What follows belongs to an exercise in optimizing a design on an open flow for small area and few clock cycles per item; a production flow would make more cautious choices.
RTL that was checked went through simulation tests only; none was proved equivalent to the original.
No activity file was given, so power comes from the tool's default toggle rates.

the previous run:
==> module lprd_cmp, before the edit <==
module lprd_cmp (
  input  logic                       sel_frame_i,
  input  logic                       sel_args_i,
  input  logic                       sel_left_i,
  input  logic [lprd_pkg::WordW-1:0] max_frame_i,
  input  logic [lprd_pkg::WordW-1:0] max_args_i,
  input  logic [lprd_pkg::WordW-1:0] left_i,
  input  logic [lprd_pkg::WordW-1:0] field_i,
  output logic                       gt_o
);
  logic [WordW-1:0] op_n;
  logic [WordW:0]   c;
  assign op_n = ~(({WordW{sel_frame_i}} & max_frame_i)
                | ({WordW{sel_args_i}}  & max_args_i)
                | ({WordW{sel_left_i}}  & left_i));
  assign c[0] = sel_left_i;
  for (genvar i = 0; i < WordW; i++) begin : g_c
    assign c[i+1] = (field_i[i] & op_n[i]) | ((field_i[i] | op_n[i]) & c[i]);
  end
  assign gt_o = c[WordW];
endmodule
Settings: LEC_CHECK=0, CAP_MARGIN=20, CORE_MARGIN=2, CORE_UTILIZATION=40, SLEW_MARGIN=20; clock period 7.0 ns.
standard.sh (not shown) runs the stock make flow with config.mk's settings and CLKGATE_MAP_FILE= SYNTH_SCRIPT=/design/flow/synth_recipe.tcl, a recipe that flattens the netlist after the stock synthesis.
==> flow/flow/run.sh <==
#!/bin/bash
# The standard layout (standard.sh: the standard flow's synthesis and ORFS steps), with
#  - ABC mapping the logic with an area-oriented script (flow/mysynth.tcl wraps
#    synth_recipe.tcl; the registers are the standard flow's),
#  - smaller port buffers,
#  - a clock tree of fewer, smaller buffers and no dummy loads.
# Each tool's output goes to the ORFS logs under orfs/logs; make's goes to
# standard.log here.
set -euo pipefail
here=$(pwd)
sed "s#${here}/synth_recipe.tcl#${here}/flow/mysynth.tcl#g" standard.sh > flow_standard.sh
grep -q "flow/mysynth.tcl" flow_standard.sh
export BUFFER_PORTS_ARGS="-buffer_cell sky130_fd_sc_hd__buf_1"
export CTS_ARGS="-sink_clustering_enable -repair_clock_nets -dont_use_dummy_load -buf_list {sky130_fd_sc_hd__clkbuf_8} -sink_clustering_size 16 -sink_clustering_max_diameter 50"
bash flow_standard.sh > standard.log 2>&1
==> flow/flow/area.abc <==
strash
&get -n
&st
&synch2
&dch -f
&nf -a -R 1000
&put
topo
dnsize -c
==> flow/flow/mysynth.tcl <==
# The standard flow's synthesis script (synth_recipe.tcl in the work folder), with ABC's
# technology mapping run on an area-oriented script (area.abc beside this file)
# in place of ORFS's speed script. Everything else, registers included, is as
# synth_recipe.tcl makes it.
set my_abc_script [file join [file dirname [file normalize [info script]]] area.abc]
proc abc {args} {
  set i [lsearch -exact $args -script]
  if { $i >= 0 } {
    set args [lreplace $args $i [expr {$i + 1}] -script $::my_abc_script]
  }
  yosys abc {*}$args
}
source [file join [file dirname [file dirname [file normalize [info script]]]] synth_recipe.tcl]
| the previous run | all stages done | FAIL | negative setup slack |
Relative to the previous run, the following input files were edited for the current run:
diff --git a/flow/design.v b/flow/design.v
--- a/flow/design.v
+++ b/flow/design.v
@@ -277,13 +277,20 @@
 );
   logic [WordW-1:0] op_n;
-  logic [WordW:0]   c;
+  logic [ByteW:0]   c;        
   assign op_n = ~(({WordW{sel_frame_i}} & max_frame_i)
                 | ({WordW{sel_args_i}}  & max_args_i)
                 | ({WordW{sel_left_i}}  & left_i));
   assign c[0] = sel_left_i;
-  for (genvar i = 0; i < WordW; i++) begin : g_c
+  for (genvar i = 0; i < ByteW; i++) begin : g_c
     assign c[i+1] = (field_i[i] & op_n[i]) | ((field_i[i] | op_n[i]) & c[i]);
   end
-  assign gt_o = c[WordW];
+  logic [WordW:ByteW] h0, h1;
+  assign h0[ByteW] = 1'b0;
+  assign h1[ByteW] = 1'b1;
+  for (genvar i = ByteW; i < WordW; i++) begin : g_h
+    assign h0[i+1] = (field_i[i] & op_n[i]) | ((field_i[i] | op_n[i]) & h0[i]);
+    assign h1[i+1] = (field_i[i] & op_n[i]) | ((field_i[i] | op_n[i]) & h1[i]);
+  end
+  assign gt_o = c[ByteW] ? h1[WordW] : h0[WordW];
 endmodule
 import lprd_pkg::*;
## What came out
- In the current run, the number of nets at the end of the flow came out 6 above the value in the previous run.
- Looking at global-route usage across the previous run and the current run, the one that comes out lower is the previous run.
- The previous run and the current run ended up with nearly the same area after synthesis.
- Every stage of the flow completed for the current run, and the final layout passed the timing, DRC and antenna checks.
- Taking the previous run as the reference, in the current run post-route clock period utilization went down 10 points; minimum period implied by the final worst setup slack went down 0.72 ns; sequential share of cell area went down 0.16 points; overall power consumption went up 0.13 mW.
Testbench counts of the current run, summed over its fixed seeds: cycles 28,313, items 28,305.
For the previous run, only the layout was checked, not whether the RTL still works.

* * *

Setup of P:
The RTL this note starts from:
==> flow/design.v <==
package lprd_pkg;
  localparam int unsigned ByteW   = 8;
  localparam int unsigned WordW   = 32;
  localparam int unsigned ErrW    = 3;
  localparam int unsigned FieldW  = 2;
  localparam int unsigned CurW    = 30;
  localparam int unsigned TdByteLsb  = 0;
  localparam int unsigned TdArgLsb   = TdByteLsb + ByteW;
  localparam int unsigned TdEndBit   = TdArgLsb + WordW;
  localparam int unsigned TdCountLsb = TdEndBit + 1;
  localparam int unsigned TdErrLsb   = TdCountLsb + WordW;
  localparam int unsigned TdUsedW    = TdErrLsb + ErrW;
  localparam int unsigned OutTdataW  = ((TdUsedW + 7) / 8) * 8;
  localparam int unsigned TdPadW     = OutTdataW - TdUsedW;
  localparam int unsigned CfgIdxW = 1;
  localparam logic [CfgIdxW-1:0] CfgMaxFrameBytes = 1'd0;
  localparam logic [CfgIdxW-1:0] CfgMaxArguments  = 1'd1;
  localparam logic [WordW-1:0] MaxFrameBytesRst = 32'd33554432;
  localparam logic [WordW-1:0] MaxArgumentsRst  = 32'd200000;
  localparam logic [WordW-1:0] FieldBytes       = 32'd4;
  typedef enum logic [1:0] {
    PH_FRAME_LEN,
    PH_ARG_COUNT,
    PH_ARG_LEN,
    PH_ARG_DATA
  } phase_e;
  typedef enum logic [ErrW-1:0] {
    ERR_NONE          = 3'd0,
    ERR_TOO_LONG      = 3'd1,
    ERR_TOO_MANY_ARGS = 3'd2,
    ERR_OVERRUN       = 3'd3,
    ERR_TRAILING      = 3'd4
  } err_e;
  typedef struct packed {
    logic [WordW-1:0] max_frame_bytes;
    logic [WordW-1:0] max_arguments;
  } lprd_limits_t;
  typedef struct packed {
    err_e             error_code;
    logic [WordW-1:0] frame_arg_count;
    logic             frame_done;
    logic             arg_end;
    logic [WordW-1:0] arg_number;
    logic [ByteW-1:0] data_byte;
    logic             data_valid;
  } lprd_result_t;
endpackage
import lprd_pkg::*;
module lprd_in_reg (
  input  logic                       clk_i,
  input  logic                       rst_ni,
  input  logic                       s_valid_i,
  output logic                       s_ready_o,
  input  logic [lprd_pkg::ByteW-1:0] s_data_i,
  input  logic                       take_i,
  output logic                       valid_o,
  output logic [lprd_pkg::ByteW-1:0] data_o
);
  logic             valid_q, valid_d;
  logic [ByteW-1:0] data_q;
  logic             load;
  assign s_ready_o = !valid_q || take_i;
  assign load      = s_valid_i && s_ready_o;
  assign valid_d   = load || (valid_q && !take_i);
  always_ff @(posedge clk_i or negedge rst_ni) begin
    if (!rst_ni) begin
      valid_q <= 1'b0;
    end else begin
      valid_q <= valid_d;
    end
  end
  always_ff @(posedge clk_i) begin
    if (load) begin
      data_q <= s_data_i;
    end
  end
  assign valid_o = valid_q;
  assign data_o  = data_q;
endmodule
import lprd_pkg::*;
module lprd_out_reg (
  input  lprd_pkg::lprd_result_t         result_i,
  output logic [lprd_pkg::OutTdataW-1:0] m_data_o,
  output logic                           m_last_o,
  output logic                           m_user_o
);
  assign m_data_o = {{TdPadW{1'b0}}, result_i.error_code, result_i.frame_arg_count,
                     result_i.arg_end, result_i.arg_number, result_i.data_byte};
  assign m_last_o = result_i.frame_done;
  assign m_user_o = result_i.data_valid;
endmodule
import lprd_pkg::*;
module lprd_parser (
  input  logic                       clk_i,
  input  logic                       rst_ni,
  input  logic                       step_i,
  input  logic [lprd_pkg::ByteW-1:0] byte_i,
  input  lprd_pkg::lprd_limits_t     limits_i,
  output lprd_pkg::lprd_result_t     result_o
);
  lprd_pkg::phase_e   phase_q, phase_d;
  lprd_pkg::err_e     err_q, err_d, err_new;
  logic [FieldW-1:0]  pos_q;
  logic [WordW-1:0]   acc_q;    
  logic [WordW-1:0]   fbl_q;    
  logic [WordW-1:0]   cnt_q;    
  logic [CurW-1:0]    cur_q;    
  logic               last_q;   
  logic [WordW-1:0]   acc_new;
  logic [CurW-1:0]    cur_inc;
  logic               in_data, field_done, finish, boundary, args_zero;
  logic               fbl_zero, fbl_short;
  logic               ev_data, ev_end, ev_done, ok;
  logic [WordW-1:0]   cmp_op;
  logic               cmp_gt;
  assign acc_new    = {acc_q[WordW-ByteW-1:0], byte_i};
  logic [WordW-1:0] fbl_dec, acc_dec;
  logic [WordW:0]   fbl_bw, acc_bw;
  logic [CurW:0]    cur_cy;
  assign fbl_bw[0] = 1'b1;
  assign acc_bw[0] = 1'b1;
  assign cur_cy[0] = 1'b1;
  for (genvar i = 0; i < WordW; i++) begin : g_dec
    assign fbl_dec[i]  = fbl_q[i] ^ fbl_bw[i];
    assign fbl_bw[i+1] = ~fbl_q[i] & fbl_bw[i];
    assign acc_dec[i]  = acc_q[i] ^ acc_bw[i];
    assign acc_bw[i+1] = ~acc_q[i] & acc_bw[i];
  end
  for (genvar i = 0; i < CurW; i++) begin : g_inc
    assign cur_inc[i]  = cur_q[i] ^ cur_cy[i];
    assign cur_cy[i+1] = cur_q[i] & cur_cy[i];
  end
  assign in_data    = (phase_q == PH_ARG_DATA);
  assign field_done = !in_data && (pos_q == '1);
  assign fbl_zero   = (fbl_q[WordW-1:1] == '0);
  assign fbl_short  = (fbl_q[WordW-1:3] == '0) && (fbl_q[2:0] <= 3'd4);
  always_comb begin
    case (phase_q)
      PH_FRAME_LEN: cmp_op = limits_i.max_frame_bytes;
      PH_ARG_COUNT: cmp_op = limits_i.max_arguments;
      default:      cmp_op = fbl_q;
    endcase
  end
  logic [WordW:0] cmp_c;
  assign cmp_c[0] = phase_q[1];
  for (genvar i = 0; i < WordW; i++) begin : g_cmp
    assign cmp_c[i+1] = (acc_new[i] & ~cmp_op[i]) | ((acc_new[i] | ~cmp_op[i]) & cmp_c[i]);
  end
  assign cmp_gt = cmp_c[WordW];
  always_comb begin
    phase_d   = phase_q;
    err_new   = ERR_NONE;
    finish    = 1'b0;
    boundary  = 1'b0;
    args_zero = 1'b0;
    ev_done   = 1'b0;
    if (in_data) begin
      if (acc_q == WordW'(1)) begin
        finish = 1'b1;
      end
    end else if (field_done) begin
      case (phase_q)
        PH_FRAME_LEN: begin
          if (cmp_gt) begin
            err_new = ERR_TOO_LONG;
          end else if (acc_new < FieldBytes) begin
            err_new = ERR_OVERRUN;
          end else begin
            phase_d = PH_ARG_COUNT;
          end
        end
        PH_ARG_COUNT: begin
          if (cmp_gt) begin
            err_new = ERR_TOO_MANY_ARGS;
          end else begin
            boundary  = 1'b1;
            args_zero = (acc_new == '0);
          end
        end
        default: begin   
          if (cmp_gt) begin
            err_new = ERR_OVERRUN;
          end else if (acc_new == '0) begin
            finish = 1'b1;
          end else begin
            phase_d = PH_ARG_DATA;
          end
        end
      endcase
    end
    if (finish) begin
      boundary  = 1'b1;
      args_zero = last_q;
    end
    if (boundary) begin
      if (args_zero) begin
        if (fbl_zero) begin
          ev_done = 1'b1;
          phase_d = PH_FRAME_LEN;
        end else begin
          err_new = ERR_TRAILING;
        end
      end else if (fbl_short) begin
        err_new = ERR_OVERRUN;
      end else begin
        phase_d = PH_ARG_LEN;
      end
    end
  end
  assign err_d   = (err_q != ERR_NONE) ? err_q : err_new;
  assign ok      = (err_d == ERR_NONE);
  assign ev_data = in_data;
  assign ev_end  = finish;
  always_comb begin
    result_o                 = '0;
    result_o.error_code      = err_d;
    if (ok) begin
      result_o.data_valid      = ev_data;
      result_o.data_byte       = ev_data ? byte_i : '0;
      result_o.arg_number      = (ev_data || ev_end) ? WordW'(cur_q) : '0;
      result_o.arg_end         = ev_end;
      result_o.frame_done      = ev_done;
      result_o.frame_arg_count = (ev_done && finish) ? cnt_q : '0;
    end
  end
  always_ff @(posedge clk_i or negedge rst_ni) begin
    if (!rst_ni) begin
      phase_q <= PH_FRAME_LEN;
      pos_q   <= '0;
      err_q   <= ERR_NONE;
    end else if (step_i) begin
      phase_q <= phase_d;
      if (!in_data) begin
        pos_q <= pos_q + FieldW'(1);
      end
      err_q   <= err_d;
    end
  end
  always_ff @(posedge clk_i) begin
    last_q <= (cnt_q[WordW-1:CurW] == '0) && (cnt_q[CurW-1:0] == cur_inc);
  end
  always_ff @(posedge clk_i) begin
    if (step_i) begin
      acc_q <= in_data ? acc_dec : acc_new;
      fbl_q <= (phase_q == PH_FRAME_LEN) ? acc_new : fbl_dec;
      if (phase_q == PH_ARG_COUNT) begin
        cnt_q <= acc_new;
      end
      if (phase_q == PH_FRAME_LEN) begin
        cur_q <= '0;
      end else if (finish) begin
        cur_q <= cur_inc;
      end
    end
  end
endmodule
import lprd_pkg::*;
module length_prefixed_request_deframer_top (
  input  logic                           clk_i,
  input  logic                           rst_ni,
  input  logic                           s_axis_tvalid,
  output logic                           s_axis_tready,
  input  logic [lprd_pkg::ByteW-1:0]     s_axis_tdata,    
  output logic                           m_axis_tvalid,
  input  logic                           m_axis_tready,
  output logic [lprd_pkg::OutTdataW-1:0] m_axis_tdata,
  output logic                           m_axis_tlast,    
  output logic                           m_axis_tuser,    
  input  logic                           cfg_we_i,
  input  logic [lprd_pkg::CfgIdxW-1:0]   cfg_index_i,
  input  logic [lprd_pkg::WordW-1:0]     cfg_wdata_i
);
  lprd_pkg::lprd_limits_t     limits_q;
  logic             in_valid, step;
  logic [ByteW-1:0] in_byte;
  lprd_pkg::lprd_result_t     result;
  always_ff @(posedge clk_i or negedge rst_ni) begin
    if (!rst_ni) begin
      limits_q.max_frame_bytes <= MaxFrameBytesRst;
      limits_q.max_arguments   <= MaxArgumentsRst;
    end else if (cfg_we_i) begin
      if (cfg_index_i == CfgMaxFrameBytes) begin
        limits_q.max_frame_bytes <= cfg_wdata_i;
      end else begin
        limits_q.max_arguments   <= cfg_wdata_i;
      end
    end
  end
  assign step = in_valid && m_axis_tready;
  lprd_in_reg u_in_reg (
    .clk_i     (clk_i),
    .rst_ni    (rst_ni),
    .s_valid_i (s_axis_tvalid),
    .s_ready_o (s_axis_tready),
    .s_data_i  (s_axis_tdata),
    .take_i    (m_axis_tready),
    .valid_o   (in_valid),
    .data_o    (in_byte)
  );
  lprd_parser u_parser (
    .clk_i    (clk_i),
    .rst_ni   (rst_ni),
    .step_i   (step),
    .byte_i   (in_byte),
    .limits_i (limits_q),
    .result_o (result)
  );
  lprd_out_reg u_out_reg (
    .result_i (result),
    .m_data_o (m_axis_tdata),
    .m_last_o (m_axis_tlast),
    .m_user_o (m_axis_tuser)
  );
  assign m_axis_tvalid = in_valid;
endmodule
make LEC_CHECK=0 CAP_MARGIN=20 CORE_MARGIN=2 CORE_UTILIZATION=40 SLEW_MARGIN=20 finish   # period 7.0 ns
run.sh (not shown) runs the stock make flow with config.mk's settings and CLKGATE_MAP_FILE= SYNTH_SCRIPT=/design/flow/synth_recipe.tcl, a recipe that flattens the netlist after the stock synthesis.
Stock flow here: none of the scripts above is used.
Testbench counts of P, summed over its fixed seeds: cycles 28,313, items 28,305.
Input-level comparison between Q and P:
-- flow/design.v --
<<< P, line 106
  logic [WordW-1:0]   cnt_q;    
  logic [CurW-1:0]    cur_q;    
  logic               last_q;   
  logic [WordW-1:0]   acc_new;
  logic [CurW-1:0]    cur_inc;
>>> Q, line 106
  logic [WordW-1:0]   cnt_q;    
  logic [CurW-1:0]    cur_q;    
  logic [WordW-1:0]   acc_new;
  logic [CurW-1:0]    cur_inc;
<<< P, line 191
    if (finish) begin
      boundary  = 1'b1;
      args_zero = last_q;
    end
    if (boundary) begin
>>> Q, line 190
    if (finish) begin
      boundary  = 1'b1;
      args_zero = (cnt_q[WordW-1:CurW] == '0) && (cnt_q[CurW-1:0] == cur_inc);
    end
    if (boundary) begin
<<< P, line 236
      err_q   <= err_d;
    end
  end
  always_ff @(posedge clk_i) begin
    last_q <= (cnt_q[WordW-1:CurW] == '0) && (cnt_q[CurW-1:0] == cur_inc);
  end
  always_ff @(posedge clk_i) begin
>>> Q, line 235
      err_q   <= err_d;
    end
  end
  always_ff @(posedge clk_i) begin
==> comparison <==
The flow for Q finished, though final verification flagged negative setup slack.
Q against P; non-clock buffer total of the final layout is up by more than a quarter.
Total iterations of the first detailed-routing run: Q vs P identical
Q vs. P: area of the mapped netlist went down, synthesized cell count went up.
Shortest period the worst path allows on Q is behind P.
| total power | Q vs P | 65 µW higher |
Run comparison: Q capture point of the worst path m_axis_tdata[4]; P capture point of the worst path u_parser.acc_q[31]
STATUS via count: Q loses against P
Diff P -> Q: area added between synthesis and finish moved up, relative contribution of the clock network to total power moved up.
Wire length of the first global-routing pass (Q / P): 1.06
The RTL of Q was laid out without a check of its function.

[afterwards: timing with drivers on the ports]
The flow's constraints put no driver on any port. The routed layouts listed below were extracted and timed again, unchanged, in two steps.
Step 1 sets driving cells, clkbuf_16 on the clock port and buf_2 on the other inputs (assumed; they add their load-dependent delay and slew).
Step 2, shift: input delay + t, output delay - t, t = (earliest + latest rising clock arrival at the registers) / 2. This alone moves slack from input paths to output paths.
a / b / c = ideal / step 1 / step 2; a / b = the first two.
run | t (ns) | slack for setup (ns) | clock arrival spread, ns
the previous run | 0.577 | -0.499 / -0.490 / -1.067 | 0.058 / 0.058
the current run | 0.587 | 0.217 / 0.219 / -0.364 | 0.046 / 0.047
P | 0.552 | 0.227 / 0.227 / 0.227 | 0.017 / 0.017
Q | 0.561 | -1.694 / -1.743 / -1.182 | 0.010 / 0.010
With both steps, setup timing fails in the current run, where it was met with ideal ports. For the current run, which loses most, drivers alone change the setup slack by +0.002 ns; drivers and shift together by -0.581 ns.
